This design comes from an exercise in tuning for small area, a short achievable clock period and few clock cycles on the open sky130 flow, not from production work. Where RTL was checked, it was by simulation tests only, not by an equivalence proof against the original. No activity file was given, so power comes from the tool's default toggle rates.

==> 05-23: inputs <==
==> flow/design.v (excerpt) <==
module sha256_msg_padder #(
  parameter int LEN_W   = 64,
  parameter int TIMEOUT = 4096
) (
  input  logic                   Clk,
  input  logic                   Rst,
  input  logic [7:0]             i_Byte,
  input  logic                   i_fValid,
  input  logic                   i_fLast,
  output logic                   o_fReady,
  output logic [SHA_BLOCK_W-1:0] o_Data,
  output logic                   o_fStart,
  output logic                   o_fFirst,
  input  logic                   i_fDone,
  output logic                   o_fMsgDone,
  output logic                   o_fErr
);
  localparam int TMO_W  = $clog2(TIMEOUT) + 1;    
  localparam int HI_W   = LEN_W - 9;              
  localparam int CH_W   = 8;                      
  localparam int N_CH   = (HI_W + CH_W - 1) / CH_W;
  sha256_pkg::pad_phase_t ph_q, ph_d;
  logic              need80_q, need80_d;
  logic [5:0]        pos_q, pos_d;           
  logic              full_q, full_d;         
  logic              s_final_q, s_final_d;   
  logic              first_pend_q, first_pend_d;
  logic              ready_q, ready_d;       
  logic [5:0]        lo_q, lo_d;             
  logic [HI_W-1:0]   hi_q, hi_d;             
  logic [N_CH-1:0]   cy_q, cy_d;             
  logic              hi_ones_q;
  logic              live_q;                 
  logic              start_q, busy_q, out_q, out_d;    
  logic              go_idle_q, go_ack_q, pad_go_q, shift_en_q;
  logic              r_first_q, r_final_q;
  logic [TMO_W-1:0]  tcnt_q, tcnt_d;
  logic              msgdone_q, err_q, err_d;
  logic              accept, shift, xfer, ack, tmo, flush, near_tmo, len_end, clr, inc;
  ...
export LEC_CHECK = 0
export CAP_MARGIN = 20
export CORE_MARGIN = 2
export CORE_UTILIZATION = 40
export CTS_CLUSTER_DIAMETER = 150
export CTS_CLUSTER_SIZE = 30
export SETUP_SLACK_MARGIN = 2.8
export SLEW_MARGIN = 20
create_clock -name core_clock -period 5.0 [get_ports {Clk}]
standard.sh (not shown) runs the stock make flow with config.mk's settings and CLKGATE_MAP_FILE= SYNTH_SCRIPT=/design/flow/synth_recipe.tcl, a recipe that flattens the netlist after the stock synthesis.
==> flow/flow/run.sh <==
#!/bin/bash
# Own layout flow: the standard layout with two changes:
# - the port buffers are sky130_fd_sc_hd__buf_2 (buffer_ports' default pick is
#   a delay cell, clkdlybuf4s50_1);
# - after global placement the output buffers, and the registers that drive
#   only them, are moved next to their pins (flow/obuf_near_driver.tcl).
set -euo pipefail
WORK=$(cd "$(dirname "$0")/.." && pwd)
cd "$WORK"
bash standard.sh "BUFFER_PORTS_ARGS=-buffer_cell sky130_fd_sc_hd__buf_2" \
  "POST_GLOBAL_PLACE_TCL=$WORK/flow/obuf_near_driver.tcl" \
  "POST_DETAIL_ROUTE_TCL=$WORK/flow/unfirm.tcl" finish \
  > "$WORK/standard_finish.log" 2>&1
==> flow/flow/obuf_near_driver.tcl <==
# After global placement, for each output port whose register drives only the
# port's buffer, the register and the buffer are placed side by side on free,
# legal sites in the rows next to the port's pin; any other output buffer goes
# next to the cell that drives it. The buffers keep their size (dont_touch) so
# the registers see a small load. The placed pairs are held (FIRM) while
# detailed placement legalizes the rest around them and in later steps;
# flow/unfirm.tcl releases them after detailed routing.
set block [ord::get_db_block]
set core [$block getCoreArea]
set cx0 [$core xMin]; set cy0 [$core yMin]; set cx1 [$core xMax]; set cy1 [$core yMax]
set rows [$block getRows]
set row0 [lindex $rows 0]
set rowh [[$row0 getSite] getHeight]
set sitew [[$row0 getSite] getWidth]
set nrows [llength $rows]
foreach row $rows {
  set r [expr { ([lindex [$row getOrigin] 1] - $cy0) / $rowh }]
  set orient($r) [$row getOrient]
  set occ($r) {}
}
foreach inst [$block getInsts] {
  if { [$inst isFixed] } {
    set l [$inst getLocation]
    set r [expr { ([lindex $l 1] - $cy0) / $rowh }]
    if { [info exists occ($r)] } {
      lappend occ($r) [list [lindex $l 0] [expr { [lindex $l 0] + [[$inst getMaster] getWidth] }]]
    }
  }
}
proc snapdn { x x0 w } { expr { $x0 + int(floor(double($x - $x0) / $w)) * $w } }
proc snapup { x x0 w } { expr { $x0 + int(ceil(double($x - $x0) / $w)) * $w } }
# first free x >= x for width w in a row's interval list, or "" past hi
proc free_right { ivs x w hi x0 sw } {
  set x [snapup $x $x0 $sw]
  set moved 1
  while { $moved } {
    set moved 0
    foreach iv $ivs {
      if { [lindex $iv 0] < $x + $w && [lindex $iv 1] > $x } {
        set x [snapup [lindex $iv 1] $x0 $sw]; set moved 1
      }
    }
  }
  if { $x + $w > $hi } { return "" }
  return $x
}
# last free x <= x for width w, or "" below lo
proc free_left { ivs x w lo x0 sw } {
  set x [snapdn $x $x0 $sw]
  set moved 1
  while { $moved } {
    set moved 0
    foreach iv $ivs {
      if { [lindex $iv 0] < $x + $w && [lindex $iv 1] > $x } {
        set x [snapdn [expr { [lindex $iv 0] - $w }] $x0 $sw]; set moved 1
      }
    }
  }
  if { $x < $lo } { return "" }
  return $x
}

set pairs {}
set near_drv 0
foreach bterm [$block getBTerms] {
  if { [$bterm getIoType] != "OUTPUT" } { continue }
  set net [$bterm getNet]
  if { $net == "NULL" } { continue }
  set bpins [$bterm getBPins]
  if { [llength $bpins] == 0 } { continue }
  set bb [[lindex $bpins 0] getBBox]
  set px [expr { ([$bb xMin] + [$bb xMax]) / 2 }]
  set py [expr { ([$bb yMin] + [$bb yMax]) / 2 }]
  set buf ""
  foreach it [$net getITerms] {
    if { [$it isOutputSignal] } { set buf [$it getInst] }
  }
  if { $buf == "" } { continue }
  $buf setDoNotTouch 1
  set innet ""
  foreach it [$buf getITerms] {
    if { [$it isInputSignal] } { set innet [$it getNet] }
  }
  if { $innet == "" || $innet == "NULL" } { continue }
  set drv ""; set nload 0
  foreach it [$innet getITerms] {
    if { [$it isOutputSignal] } { set drv [$it getInst] } elseif { [$it isInputSignal] } { incr nload }
  }
  if { $drv == "" } { continue }
  if { $nload == 1 && [[$drv getMaster] isSequential] } {
    if { $px <= $cx0 } { set side L } elseif { $px >= $cx1 } { set side R } elseif { $py <= $cy0 } { set side B } else { set side T }
    set key [expr { $side == "L" || $side == "R" ? $py : $px }]
    lappend pairs [list $side $key $px $py $buf $drv]
  } else {
    set loc [$drv getLocation]
    $buf setLocation [lindex $loc 0] [lindex $loc 1]
    incr near_drv
  }
}

set firm {}
set placed 0
foreach p [lsort -integer -index 1 $pairs] {
  lassign $p side key px py buf drv
  set fw [[$drv getMaster] getWidth]
  set bw [[$buf getMaster] getWidth]
  set w [expr { $fw + $bw }]
  set r0 [expr { min(max(int(($py - $cy0) / $rowh), 0), $nrows - 1) }]
  set best ""; set bestcost 0
  if { $side == "B" || $side == "T" } {
    set want [expr { $px - $w / 2 }]
    for { set k 0 } { $k < 20 } { incr k } {
      set r [expr { $side == "B" ? $k : $nrows - 1 - $k }]
      foreach x [list [free_right $occ($r) $want $w $cx1 $cx0 $sitew] [free_left $occ($r) $want $w $cx0 $cx0 $sitew]] {
        if { $x == "" } { continue }
        set cost [expr { abs($x - $want) + $k * $rowh }]
        if { $best == "" || $cost < $bestcost } { set best [list $r $x]; set bestcost $cost }
      }
    }
  } else {
    for { set k -24 } { $k <= 24 } { incr k } {
      set r [expr { $r0 + $k }]
      if { $r < 0 || $r >= $nrows } { continue }
      if { $side == "L" } {
        set x [free_right $occ($r) $cx0 $w $cx1 $cx0 $sitew]
        if { $x == "" } { continue }
        set cost [expr { ($x - $cx0) + abs($k) * $rowh }]
      } else {
        set x [free_left $occ($r) [expr { $cx1 - $w }] $w $cx0 $cx0 $sitew]
        if { $x == "" } { continue }
        set cost [expr { ($cx1 - $w - $x) + abs($k) * $rowh }]
      }
      if { $best == "" || $cost < $bestcost } { set best [list $r $x]; set bestcost $cost }
    }
  }
  if { $best == "" } { continue }
  lassign $best r x
  set y [expr { $cy0 + $r * $rowh }]
  # the buffer on the pin's side of the register
  if { $side == "L" || (($side == "B" || $side == "T") && $px < $x + $w / 2) } {
    set bx $x; set fx [expr { $x + $bw }]
  } else {
    set fx $x; set bx [expr { $x + $fw }]
  }
  foreach {inst ix} [list $drv $fx $buf $bx] {
    $inst setOrient $orient($r)
    $inst setLocation $ix $y
    $inst setPlacementStatus FIRM
  }
  lappend occ($r) [list $x [expr { $x + $w }]]
  incr placed
}
puts "obuf_near_driver: $placed of [llength $pairs] registers and buffers put by their pins, $near_drv buffers moved to their drivers"
detailed_placement
estimate_parasitics -placement
==> flow/flow/unfirm.tcl <==
# Release the cells obuf_near_driver.tcl held in place.
foreach inst [[ord::get_db_block] getInsts] {
  if { [$inst getPlacementStatus] == "FIRM" } { $inst setPlacementStatus PLACED }
}
==> inputs of 02-08, as changes to 05-23 <==
--- a/flow/design.v
+++ b/flow/design.v
@@ -61,16 +61,18 @@
   logic              ready_q, ready_d;       
   logic [5:0]        lo_q, lo_d;             
   logic [HI_W-1:0]   hi_q, hi_d;             
   logic [N_CH-1:0]   cy_q, cy_d;             
   logic              hi_ones_q;
   logic              live_q;                 
   logic              start_q, busy_q, out_q, out_d;    
   logic              go_idle_q, go_ack_q, pad_go_q, shift_en_q;
+  logic              tmo_pre_q;              
+  logic              len_last_q;             
   logic              r_first_q, r_final_q;
   logic [TMO_W-1:0]  tcnt_q, tcnt_d;
   logic              msgdone_q, err_q, err_d;
   logic              accept, shift, xfer, ack, tmo, flush, near_tmo, len_end, clr, inc;
   logic [7:0]        in_byte, len_byte;
   logic [63:0]       len_field;
   assign len_field = {hi_q, lo_q, 3'b000};
   assign len_byte  = len_field[63 - 8*pos_q[2:0] -: 8];
@@ -79,22 +81,22 @@
     .shift   (shift),
     .in_byte (in_byte),
     .load    (xfer),
     .rd_data (o_Data)
   );
   always_comb begin
     accept   = i_fValid & shift_en_q & ~pad_go_q;
     ack      = out_q & i_fDone;
-    tmo      = out_q & ~i_fDone & tcnt_q[TMO_W-1];
+    tmo      = tmo_pre_q & ~i_fDone;                  
     near_tmo = out_q & ~i_fDone & (tcnt_q == TMO_W'(TIMEOUT - 1));
     flush    = tmo & ~r_final_q;
     xfer     = go_idle_q | (go_ack_q & i_fDone);    
     shift    = (i_fValid | pad_go_q) & shift_en_q;   
-    len_end  = (ph_q == PH_LEN) & shift & (pos_q == 6'd63);
+    len_end  = len_last_q & pad_go_q;                 
     clr      = flush | len_end | ~live_q;
     inc      = (ph_q == PH_DATA) & accept;
     case (ph_q)
       PH_DATA: in_byte = i_Byte;
       PH_PAD:  in_byte = need80_q ? PAD_BYTE : 8'h00;
       default: in_byte = len_byte;
     endcase
     ph_d     = ph_q;
@@ -158,16 +160,18 @@
       ready_q      <= 1'b0;
       live_q       <= 1'b0;
       start_q      <= 1'b0;
       busy_q       <= 1'b0;
       go_idle_q    <= 1'b0;
       go_ack_q     <= 1'b0;
       pad_go_q     <= 1'b0;
       shift_en_q   <= 1'b0;
+      tmo_pre_q    <= 1'b0;
+      len_last_q   <= 1'b0;
       out_q        <= 1'b0;
       msgdone_q    <= 1'b0;
       err_q        <= 1'b0;
     end else begin
       ph_q         <= ph_d;
       need80_q     <= need80_d;
       pos_q        <= pos_d;
       full_q       <= full_d;
@@ -176,16 +180,18 @@
       ready_q      <= ready_d;
       live_q       <= 1'b1;
       start_q      <= xfer;
       busy_q       <= xfer | out_d;
       go_idle_q    <= full_d & ~(xfer | out_d);
       go_ack_q     <= full_d & out_d;
       pad_go_q     <= (ph_d != PH_DATA) & ~full_d;
       shift_en_q   <= ready_d | ((ph_d != PH_DATA) & ~full_d);
+      tmo_pre_q    <= near_tmo;
+      len_last_q   <= (ph_d == PH_LEN) & (pos_d == 6'd63);
       out_q        <= out_d;
       msgdone_q    <= ack & r_final_q;
       err_q        <= err_d;
     end
   end
   always_ff @(posedge Clk) begin
     lo_q      <= lo_d;
     hi_q      <= hi_d;
==> flow/flow/run.sh (replaced) <==
#!/bin/bash
# Own layout flow: the standard layout with two changes:
# - the port buffers are sky130_fd_sc_hd__buf_1 (buffer_ports' default pick is
#   a delay cell, clkdlybuf4s50_1);
# - after global placement the output buffers, and the registers that drive
#   only them, are moved next to their pins (flow/obuf_near_driver.tcl).
set -euo pipefail
WORK=$(cd "$(dirname "$0")/.." && pwd)
cd "$WORK"
bash standard.sh "BUFFER_PORTS_ARGS=-buffer_cell sky130_fd_sc_hd__buf_1" \
  "POST_GLOBAL_PLACE_TCL=$WORK/flow/obuf_near_driver.tcl" \
  "POST_DETAIL_ROUTE_TCL=$WORK/flow/unfirm.tcl" finish \
  > "$WORK/standard_finish.log" 2>&1
--- a/flow/flow/obuf_near_driver.tcl
+++ b/flow/flow/obuf_near_driver.tcl
@@ -1,15 +1,19 @@
 # After global placement, for each output port whose register drives only the
-# port's buffer, the register and the buffer are placed side by side on free,
+# port's buffer (and perhaps the one gate that feeds its own D pin), the
+# register and the buffer (and that gate) are placed side by side on free,
 # legal sites in the rows next to the port's pin; any other output buffer goes
 # next to the cell that drives it. The buffers keep their size (dont_touch) so
-# the registers see a small load. The placed pairs are held (FIRM) while
-# detailed placement legalizes the rest around them and in later steps;
-# flow/unfirm.tcl releases them after detailed routing.
+# the registers see a small load; the feedback gates placed by the pins keep
+# theirs too; a buffer whose pair lands more than 20 um from its pin is made a
+# buf_4. The placed cells are held (FIRM) while detailed placement legalizes
+# the rest around them and in later steps;
+# flow/unfirm.tcl releases them (placement and dont_touch) after detailed
+# routing, before the final global_connect.
 set block [ord::get_db_block]
 set core [$block getCoreArea]
 set cx0 [$core xMin]; set cy0 [$core yMin]; set cx1 [$core xMax]; set cy1 [$core yMax]
 set rows [$block getRows]
 set row0 [lindex $rows 0]
 set rowh [[$row0 getSite] getHeight]
 set sitew [[$row0 getSite] getWidth]
 set nrows [llength $rows]
@@ -77,39 +81,59 @@
   }
   if { $buf == "" } { continue }
   $buf setDoNotTouch 1
   set innet ""
   foreach it [$buf getITerms] {
     if { [$it isInputSignal] } { set innet [$it getNet] }
   }
   if { $innet == "" || $innet == "NULL" } { continue }
-  set drv ""; set nload 0
+  set drv ""; set nload 0; set others {}
   foreach it [$innet getITerms] {
-    if { [$it isOutputSignal] } { set drv [$it getInst] } elseif { [$it isInputSignal] } { incr nload }
+    if { [$it isOutputSignal] } { set drv [$it getInst] } elseif { [$it isInputSignal] } {
+      incr nload
+      if { [$it getInst] != $buf } { lappend others [$it getInst] }
+    }
   }
   if { $drv == "" } { continue }
-  if { $nload == 1 && [[$drv getMaster] isSequential] } {
+  # a register whose other load is the gate driving its own D pin
+  set fb ""
+  if { $nload == 2 && [[$drv getMaster] isSequential] } {
+    set g [lindex $others 0]
+    set dnet ""
+    foreach it [$drv getITerms] {
+      if { [[$it getMTerm] getName] == "D" } { set dnet [$it getNet] }
+    }
+    if { $dnet != "" && $dnet != "NULL" } {
+      foreach it [$dnet getITerms] {
+        if { [$it isOutputSignal] && [$it getInst] == $g } { set fb $g }
+      }
+    }
+  }
+  if { ($nload == 1 || $fb != "") && [[$drv getMaster] isSequential] } {
     if { $px <= $cx0 } { set side L } elseif { $px >= $cx1 } { set side R } elseif { $py <= $cy0 } { set side B } else { set side T }
     set key [expr { $side == "L" || $side == "R" ? $py : $px }]
-    lappend pairs [list $side $key $px $py $buf $drv]
+    lappend pairs [list $side $key $px $py $buf $drv $fb]
   } else {
     set loc [$drv getLocation]
     $buf setLocation [lindex $loc 0] [lindex $loc 1]
     incr near_drv
   }
 }
 
+# room is kept for a stronger buffer, used when a pair lands far from its pin
+set bigbuf [[ord::get_db] findMaster sky130_fd_sc_hd__buf_4]
 set firm {}
-set placed 0
+set placed 0; set upsized 0
 foreach p [lsort -integer -index 1 $pairs] {
-  lassign $p side key px py buf drv
+  lassign $p side key px py buf drv fb
   set fw [[$drv getMaster] getWidth]
-  set bw [[$buf getMaster] getWidth]
-  set w [expr { $fw + $bw }]
+  set gw [expr { $fb == "" ? 0 : [[$fb getMaster] getWidth] }]
+  set bw [expr { max([[$buf getMaster] getWidth], [$bigbuf getWidth]) }]
+  set w [expr { $fw + $bw + $gw }]
   set r0 [expr { min(max(int(($py - $cy0) / $rowh), 0), $nrows - 1) }]
   set best ""; set bestcost 0
   if { $side == "B" || $side == "T" } {
     set want [expr { $px - $w / 2 }]
     for { set k 0 } { $k < 20 } { incr k } {
       set r [expr { $side == "B" ? $k : $nrows - 1 - $k }]
       foreach x [list [free_right $occ($r) $want $w $cx1 $cx0 $sitew] [free_left $occ($r) $want $w $cx0 $cx0 $sitew]] {
         if { $x == "" } { continue }
@@ -131,25 +155,35 @@
         set cost [expr { ($cx1 - $w - $x) + abs($k) * $rowh }]
       }
       if { $best == "" || $cost < $bestcost } { set best [list $r $x]; set bestcost $cost }
     }
   }
   if { $best == "" } { continue }
   lassign $best r x
   set y [expr { $cy0 + $r * $rowh }]
-  # the buffer on the pin's side of the register
+  # the buffer on the pin's side of the register, the feedback gate on the other
   if { $side == "L" || (($side == "B" || $side == "T") && $px < $x + $w / 2) } {
-    set bx $x; set fx [expr { $x + $bw }]
+    set bx $x; set fx [expr { $x + $bw }]; set gx [expr { $fx + $fw }]
   } else {
-    set fx $x; set bx [expr { $x + $fw }]
+    set gx $x; set fx [expr { $x + $gw }]; set bx [expr { $fx + $fw }]
   }
-  foreach {inst ix} [list $drv $fx $buf $bx] {
+  set moves [list $drv $fx $buf $bx]
+  if { $fb != "" } { lappend moves $fb $gx }
+  foreach {inst ix} $moves {
     $inst setOrient $orient($r)
     $inst setLocation $ix $y
     $inst setPlacementStatus FIRM
+    # (not the register: clock tree synthesis rewires its clock pin)
+    if { $inst != $drv } { $inst setDoNotTouch 1 }
   }
   lappend occ($r) [list $x [expr { $x + $w }]]
+  if { abs($bx - $px) + abs($y - $py) > 20 * [$block getDbUnitsPerMicron] } {
+    $buf setDoNotTouch 0
+    $buf swapMaster $bigbuf
+    $buf setDoNotTouch 1
+    incr upsized
+  }
   incr placed
 }
-puts "obuf_near_driver: $placed of [llength $pairs] registers and buffers put by their pins, $near_drv buffers moved to their drivers"
+puts "obuf_near_driver: $placed of [llength $pairs] registers and buffers put by their pins ($upsized buffers upsized), $near_drv buffers moved to their drivers"
 detailed_placement
 estimate_parasitics -placement
==> flow/flow/unfirm.tcl (replaced) <==
# Release the cells obuf_near_driver.tcl held in place and kept from resizing,
# so that the final global_connect hooks up their supply pins too.
foreach inst [[ord::get_db_block] getInsts] {
  if { [$inst getPlacementStatus] == "FIRM" } { $inst setPlacementStatus PLACED }
  if { [$inst isDoNotTouch] } { $inst setDoNotTouch 0 }
}
global_connect
==> inputs of 11-06, as changes to 05-23 <==
--- a/flow/design.v
+++ b/flow/design.v
@@ -61,16 +61,18 @@
   logic              ready_q, ready_d;       
   logic [5:0]        lo_q, lo_d;             
   logic [HI_W-1:0]   hi_q, hi_d;             
   logic [N_CH-1:0]   cy_q, cy_d;             
   logic              hi_ones_q;
   logic              live_q;                 
   logic              start_q, busy_q, out_q, out_d;    
   logic              go_idle_q, go_ack_q, pad_go_q, shift_en_q;
+  logic              tmo_pre_q;              
+  logic              len_last_q;             
   logic              r_first_q, r_final_q;
   logic [TMO_W-1:0]  tcnt_q, tcnt_d;
   logic              msgdone_q, err_q, err_d;
   logic              accept, shift, xfer, ack, tmo, flush, near_tmo, len_end, clr, inc;
   logic [7:0]        in_byte, len_byte;
   logic [63:0]       len_field;
   assign len_field = {hi_q, lo_q, 3'b000};
   assign len_byte  = len_field[63 - 8*pos_q[2:0] -: 8];
@@ -79,22 +81,22 @@
     .shift   (shift),
     .in_byte (in_byte),
     .load    (xfer),
     .rd_data (o_Data)
   );
   always_comb begin
     accept   = i_fValid & shift_en_q & ~pad_go_q;
     ack      = out_q & i_fDone;
-    tmo      = out_q & ~i_fDone & tcnt_q[TMO_W-1];
+    tmo      = tmo_pre_q & ~i_fDone;                  
     near_tmo = out_q & ~i_fDone & (tcnt_q == TMO_W'(TIMEOUT - 1));
     flush    = tmo & ~r_final_q;
     xfer     = go_idle_q | (go_ack_q & i_fDone);    
     shift    = (i_fValid | pad_go_q) & shift_en_q;   
-    len_end  = (ph_q == PH_LEN) & shift & (pos_q == 6'd63);
+    len_end  = len_last_q & pad_go_q;                 
     clr      = flush | len_end | ~live_q;
     inc      = (ph_q == PH_DATA) & accept;
     case (ph_q)
       PH_DATA: in_byte = i_Byte;
       PH_PAD:  in_byte = need80_q ? PAD_BYTE : 8'h00;
       default: in_byte = len_byte;
     endcase
     ph_d     = ph_q;
@@ -158,16 +160,18 @@
       ready_q      <= 1'b0;
       live_q       <= 1'b0;
       start_q      <= 1'b0;
       busy_q       <= 1'b0;
       go_idle_q    <= 1'b0;
       go_ack_q     <= 1'b0;
       pad_go_q     <= 1'b0;
       shift_en_q   <= 1'b0;
+      tmo_pre_q    <= 1'b0;
+      len_last_q   <= 1'b0;
       out_q        <= 1'b0;
       msgdone_q    <= 1'b0;
       err_q        <= 1'b0;
     end else begin
       ph_q         <= ph_d;
       need80_q     <= need80_d;
       pos_q        <= pos_d;
       full_q       <= full_d;
@@ -176,16 +180,18 @@
       ready_q      <= ready_d;
       live_q       <= 1'b1;
       start_q      <= xfer;
       busy_q       <= xfer | out_d;
       go_idle_q    <= full_d & ~(xfer | out_d);
       go_ack_q     <= full_d & out_d;
       pad_go_q     <= (ph_d != PH_DATA) & ~full_d;
       shift_en_q   <= ready_d | ((ph_d != PH_DATA) & ~full_d);
+      tmo_pre_q    <= near_tmo;
+      len_last_q   <= (ph_d == PH_LEN) & (pos_d == 6'd63);
       out_q        <= out_d;
       msgdone_q    <= ack & r_final_q;
       err_q        <= err_d;
     end
   end
   always_ff @(posedge Clk) begin
     lo_q      <= lo_d;
     hi_q      <= hi_d;
==> flow/flow/run.sh (replaced) <==
#!/bin/bash
# Own layout flow: the standard layout with two changes:
# - the port buffers are sky130_fd_sc_hd__buf_1 (buffer_ports' default pick is
#   a delay cell, clkdlybuf4s50_1);
# - after global placement the output buffers, and the registers that drive
#   only them, are moved next to their pins (flow/obuf_near_driver.tcl);
# - the pins are spread at least 2.2 um apart, so that the registers and
#   buffers placed by them crowd less.
set -euo pipefail
WORK=$(cd "$(dirname "$0")/.." && pwd)
cd "$WORK"
bash standard.sh "BUFFER_PORTS_ARGS=-buffer_cell sky130_fd_sc_hd__buf_1" \
  "POST_GLOBAL_PLACE_TCL=$WORK/flow/obuf_near_driver.tcl" \
  "POST_DETAIL_ROUTE_TCL=$WORK/flow/unfirm.tcl" \
  "PLACE_PINS_ARGS=-min_distance 2.2" finish \
  > "$WORK/standard_finish.log" 2>&1
--- a/flow/flow/obuf_near_driver.tcl
+++ b/flow/flow/obuf_near_driver.tcl
@@ -1,15 +1,18 @@
 # After global placement, for each output port whose register drives only the
-# port's buffer, the register and the buffer are placed side by side on free,
+# port's buffer (and perhaps the one gate that feeds its own D pin), the
+# register and the buffer (and that gate) are placed side by side on free,
 # legal sites in the rows next to the port's pin; any other output buffer goes
 # next to the cell that drives it. The buffers keep their size (dont_touch) so
-# the registers see a small load. The placed pairs are held (FIRM) while
-# detailed placement legalizes the rest around them and in later steps;
-# flow/unfirm.tcl releases them after detailed routing.
+# the registers see a small load; the feedback gates placed by the pins keep
+# theirs too. The placed cells are held (FIRM) while detailed placement
+# legalizes the rest around them and in later steps;
+# flow/unfirm.tcl releases them (placement and dont_touch) after detailed
+# routing, before the final global_connect.
 set block [ord::get_db_block]
 set core [$block getCoreArea]
 set cx0 [$core xMin]; set cy0 [$core yMin]; set cx1 [$core xMax]; set cy1 [$core yMax]
 set rows [$block getRows]
 set row0 [lindex $rows 0]
 set rowh [[$row0 getSite] getHeight]
 set sitew [[$row0 getSite] getWidth]
 set nrows [llength $rows]
@@ -77,39 +80,57 @@
   }
   if { $buf == "" } { continue }
   $buf setDoNotTouch 1
   set innet ""
   foreach it [$buf getITerms] {
     if { [$it isInputSignal] } { set innet [$it getNet] }
   }
   if { $innet == "" || $innet == "NULL" } { continue }
-  set drv ""; set nload 0
+  set drv ""; set nload 0; set others {}
   foreach it [$innet getITerms] {
-    if { [$it isOutputSignal] } { set drv [$it getInst] } elseif { [$it isInputSignal] } { incr nload }
+    if { [$it isOutputSignal] } { set drv [$it getInst] } elseif { [$it isInputSignal] } {
+      incr nload
+      if { [$it getInst] != $buf } { lappend others [$it getInst] }
+    }
   }
   if { $drv == "" } { continue }
-  if { $nload == 1 && [[$drv getMaster] isSequential] } {
+  # a register whose other load is the gate driving its own D pin
+  set fb ""
+  if { $nload == 2 && [[$drv getMaster] isSequential] } {
+    set g [lindex $others 0]
+    set dnet ""
+    foreach it [$drv getITerms] {
+      if { [[$it getMTerm] getName] == "D" } { set dnet [$it getNet] }
+    }
+    if { $dnet != "" && $dnet != "NULL" } {
+      foreach it [$dnet getITerms] {
+        if { [$it isOutputSignal] && [$it getInst] == $g } { set fb $g }
+      }
+    }
+  }
+  if { ($nload == 1 || $fb != "") && [[$drv getMaster] isSequential] } {
     if { $px <= $cx0 } { set side L } elseif { $px >= $cx1 } { set side R } elseif { $py <= $cy0 } { set side B } else { set side T }
     set key [expr { $side == "L" || $side == "R" ? $py : $px }]
-    lappend pairs [list $side $key $px $py $buf $drv]
+    lappend pairs [list $side $key $px $py $buf $drv $fb]
   } else {
     set loc [$drv getLocation]
     $buf setLocation [lindex $loc 0] [lindex $loc 1]
     incr near_drv
   }
 }
 
 set firm {}
 set placed 0
 foreach p [lsort -integer -index 1 $pairs] {
-  lassign $p side key px py buf drv
+  lassign $p side key px py buf drv fb
   set fw [[$drv getMaster] getWidth]
+  set gw [expr { $fb == "" ? 0 : [[$fb getMaster] getWidth] }]
   set bw [[$buf getMaster] getWidth]
-  set w [expr { $fw + $bw }]
+  set w [expr { $fw + $bw + $gw }]
   set r0 [expr { min(max(int(($py - $cy0) / $rowh), 0), $nrows - 1) }]
   set best ""; set bestcost 0
   if { $side == "B" || $side == "T" } {
     set want [expr { $px - $w / 2 }]
     for { set k 0 } { $k < 20 } { incr k } {
       set r [expr { $side == "B" ? $k : $nrows - 1 - $k }]
       foreach x [list [free_right $occ($r) $want $w $cx1 $cx0 $sitew] [free_left $occ($r) $want $w $cx0 $cx0 $sitew]] {
         if { $x == "" } { continue }
@@ -131,25 +152,29 @@
         set cost [expr { ($cx1 - $w - $x) + abs($k) * $rowh }]
       }
       if { $best == "" || $cost < $bestcost } { set best [list $r $x]; set bestcost $cost }
     }
   }
   if { $best == "" } { continue }
   lassign $best r x
   set y [expr { $cy0 + $r * $rowh }]
-  # the buffer on the pin's side of the register
+  # the buffer on the pin's side of the register, the feedback gate on the other
   if { $side == "L" || (($side == "B" || $side == "T") && $px < $x + $w / 2) } {
-    set bx $x; set fx [expr { $x + $bw }]
+    set bx $x; set fx [expr { $x + $bw }]; set gx [expr { $fx + $fw }]
   } else {
-    set fx $x; set bx [expr { $x + $fw }]
+    set gx $x; set fx [expr { $x + $gw }]; set bx [expr { $fx + $fw }]
   }
-  foreach {inst ix} [list $drv $fx $buf $bx] {
+  set moves [list $drv $fx $buf $bx]
+  if { $fb != "" } { lappend moves $fb $gx }
+  foreach {inst ix} $moves {
     $inst setOrient $orient($r)
     $inst setLocation $ix $y
     $inst setPlacementStatus FIRM
+    # (not the register: clock tree synthesis rewires its clock pin)
+    if { $inst != $drv } { $inst setDoNotTouch 1 }
   }
   lappend occ($r) [list $x [expr { $x + $w }]]
   incr placed
 }
 puts "obuf_near_driver: $placed of [llength $pairs] registers and buffers put by their pins, $near_drv buffers moved to their drivers"
 detailed_placement
 estimate_parasitics -placement
==> flow/flow/unfirm.tcl (replaced) <==
# Release the cells obuf_near_driver.tcl held in place and kept from resizing,
# so that the final global_connect hooks up their supply pins too.
foreach inst [[ord::get_db_block] getInsts] {
  if { [$inst getPlacementStatus] == "FIRM" } { $inst setPlacementStatus PLACED }
  if { [$inst isDoNotTouch] } { $inst setDoNotTouch 0 }
}
global_connect
==> summary.txt <==
Detailed routing:
- The post-route DRC violation count is 0.
- The detailed route wirelength on metal3 is 6808 µm.
- The routed length on met2 is 34890 µm.

STA:
- The final critical-path required period is about 2.2 ns.
- Dividing the final minimum period by the clock period gives 0.4356.
- The number of hold violations in the final report came to 0.

Setup path:
- The path length in cells of the critical path is 6.
- At the worst endpoint, the required time is roughly 5.5 ns.
- The most critical setup path has its endpoint at cy_q[3].
- The highest net fanout along the worst path is 24.

Run status:
- The flow ran to the end and the layout has no timing, DRC or antenna violations.

Pwr:
- The worst-case IR drop observed on VDD is 0.2844 mV.
- The switching share of power is 0.2746.

Global route:
- Summed over all layers, the global routing overflow is 0.

Placed design:
- The number of buffer cells added on primary ports is around 530.
(the above is from 05-23)
==> summary.txt <==
Run status:
- The tool reported: "[ERROR PPL-0024] Number of IO pins (530) exceeds maximum number of available positions (484). Increase the die perimeter from 1213.40um to 1441.60um".
- It got as far as 3_2_place_iop and failed there.
- The run stopped with a tool error.

Logic synthesis:
- For this run, asynchronously set or reset flops after synthesis account for 0.02207.
- The leading cell type by number of instances after synthesis is edfxtp_1.
- The main flop type after synthesis is edfxtp_1.
- The area fraction in compound gates after synthesis is 0.009879.
- The count of flip-flops with a built-in enable after synthesis is slightly above 1000.
- The number of nets in the synthesized netlist is between 1500 and 2000.
- In this run, synthesis produced a sequential element count of 1133.
- Counting instances in the post-synthesis netlist gives the leading cell types as edfxtp_1, nor2_1, dfxtp_1.
- The number of synthesis warnings is 2.
- The mean instance size in the synthesized netlist is ~23 µm².
- By area, the combinational part of the netlist is dominated by simple AND/OR/NAND/NOR gates.
- Of the total synthesized cell area, the portion taken by full adders, half adders and majority gates is 0.006632.
- The number of distinct library cells after synthesis is between 50 and 60.
- The post-synthesis instance total is approximately 1500.
- The xor/xnor share of the synthesized area is 0.01536.

Floorplanning:
- The count of standard-cell rows is 109.
- In this run the horizontal extent of the chip is between 300 and 400 µm.
(the above is from 11-06)
==> summary.txt <==
Run status:
- The run finished with no timing, DRC or antenna violations.

Detailed routing:
- The routed length on met2 is roughly 45000 µm.
- The post-route DRC violation count is 0.
- In the detailed route, the total length drawn on met3 is 14990 µm.

STA:
- The post-route clock period utilization is 0.4517.
- The worst path needs roughly 2.3 ns of the cycle, external delays included.

Pwr:
- The worst vdd rail ir drop is around 0.27 mV.
- The switching share of power is 0.1818.

Clock tree:
- Hold repair after CTS inserted 0 buffers.

Setup path:
- The capturing element of the worst setup path is u_buf.stage_q[165].
- The highest net fanout along the worst path is approximately 180.
- The data required time of the critical path is roughly 5.2 ns.
- The path length in cells of the critical path is 4.

Placed design:
- The number of buffer cells added on primary ports is around 530.

Global route:
- The global-route congestion overflow total is 0.

Logic synthesis:
- The synthesis-stage register bit count is around 1100.
- After synthesis, the most frequently instantiated cells are edfxtp_1, nor2_1, dfxtp_1.

Floorplanning:
- The initial core utilization is 0.4043.
(the above is from 02-08)
Testbench counts of 02-08, summed over its fixed seeds: cycles 56,712.
Testbench counts of 11-06, summed over its fixed seeds: cycles 56,712.
No functional check of the RTL was part of 05-23.

## static timing again, ports no longer ideal
Ports are ideal in the flow. The routed layouts listed here were re-timed in OpenROAD.
Step 1 assumes that a clkbuf_16 drives the clock port and a buf_2 every other input.
Step 2 times the ports against the registers' clock, not the clock port: input delays grow and output delays shrink by t, the midpoint of the rising clock arrivals with the driver on.
a / b / c = ideal / step 1 / step 2; a / b = the first two.
run	t, ns	slack for setup (ns)	clock arrival spread, ns	slew at the worst register clock pin (ns)	worst data-port slew with drivers (ns)
05-23	0.645	2.822 / 2.804 / 2.247	0.037 / 0.037	0.12 / 0.12	0.06
02-08	0.676	2.741 / 2.743 / 2.076	0.045 / 0.046	0.12 / 0.12	0.09
After both steps every run listed still meets setup and hold. The setup slack of 02-08, which loses most, moves by +0.002 ns with the drivers and by -0.665 ns with both steps.
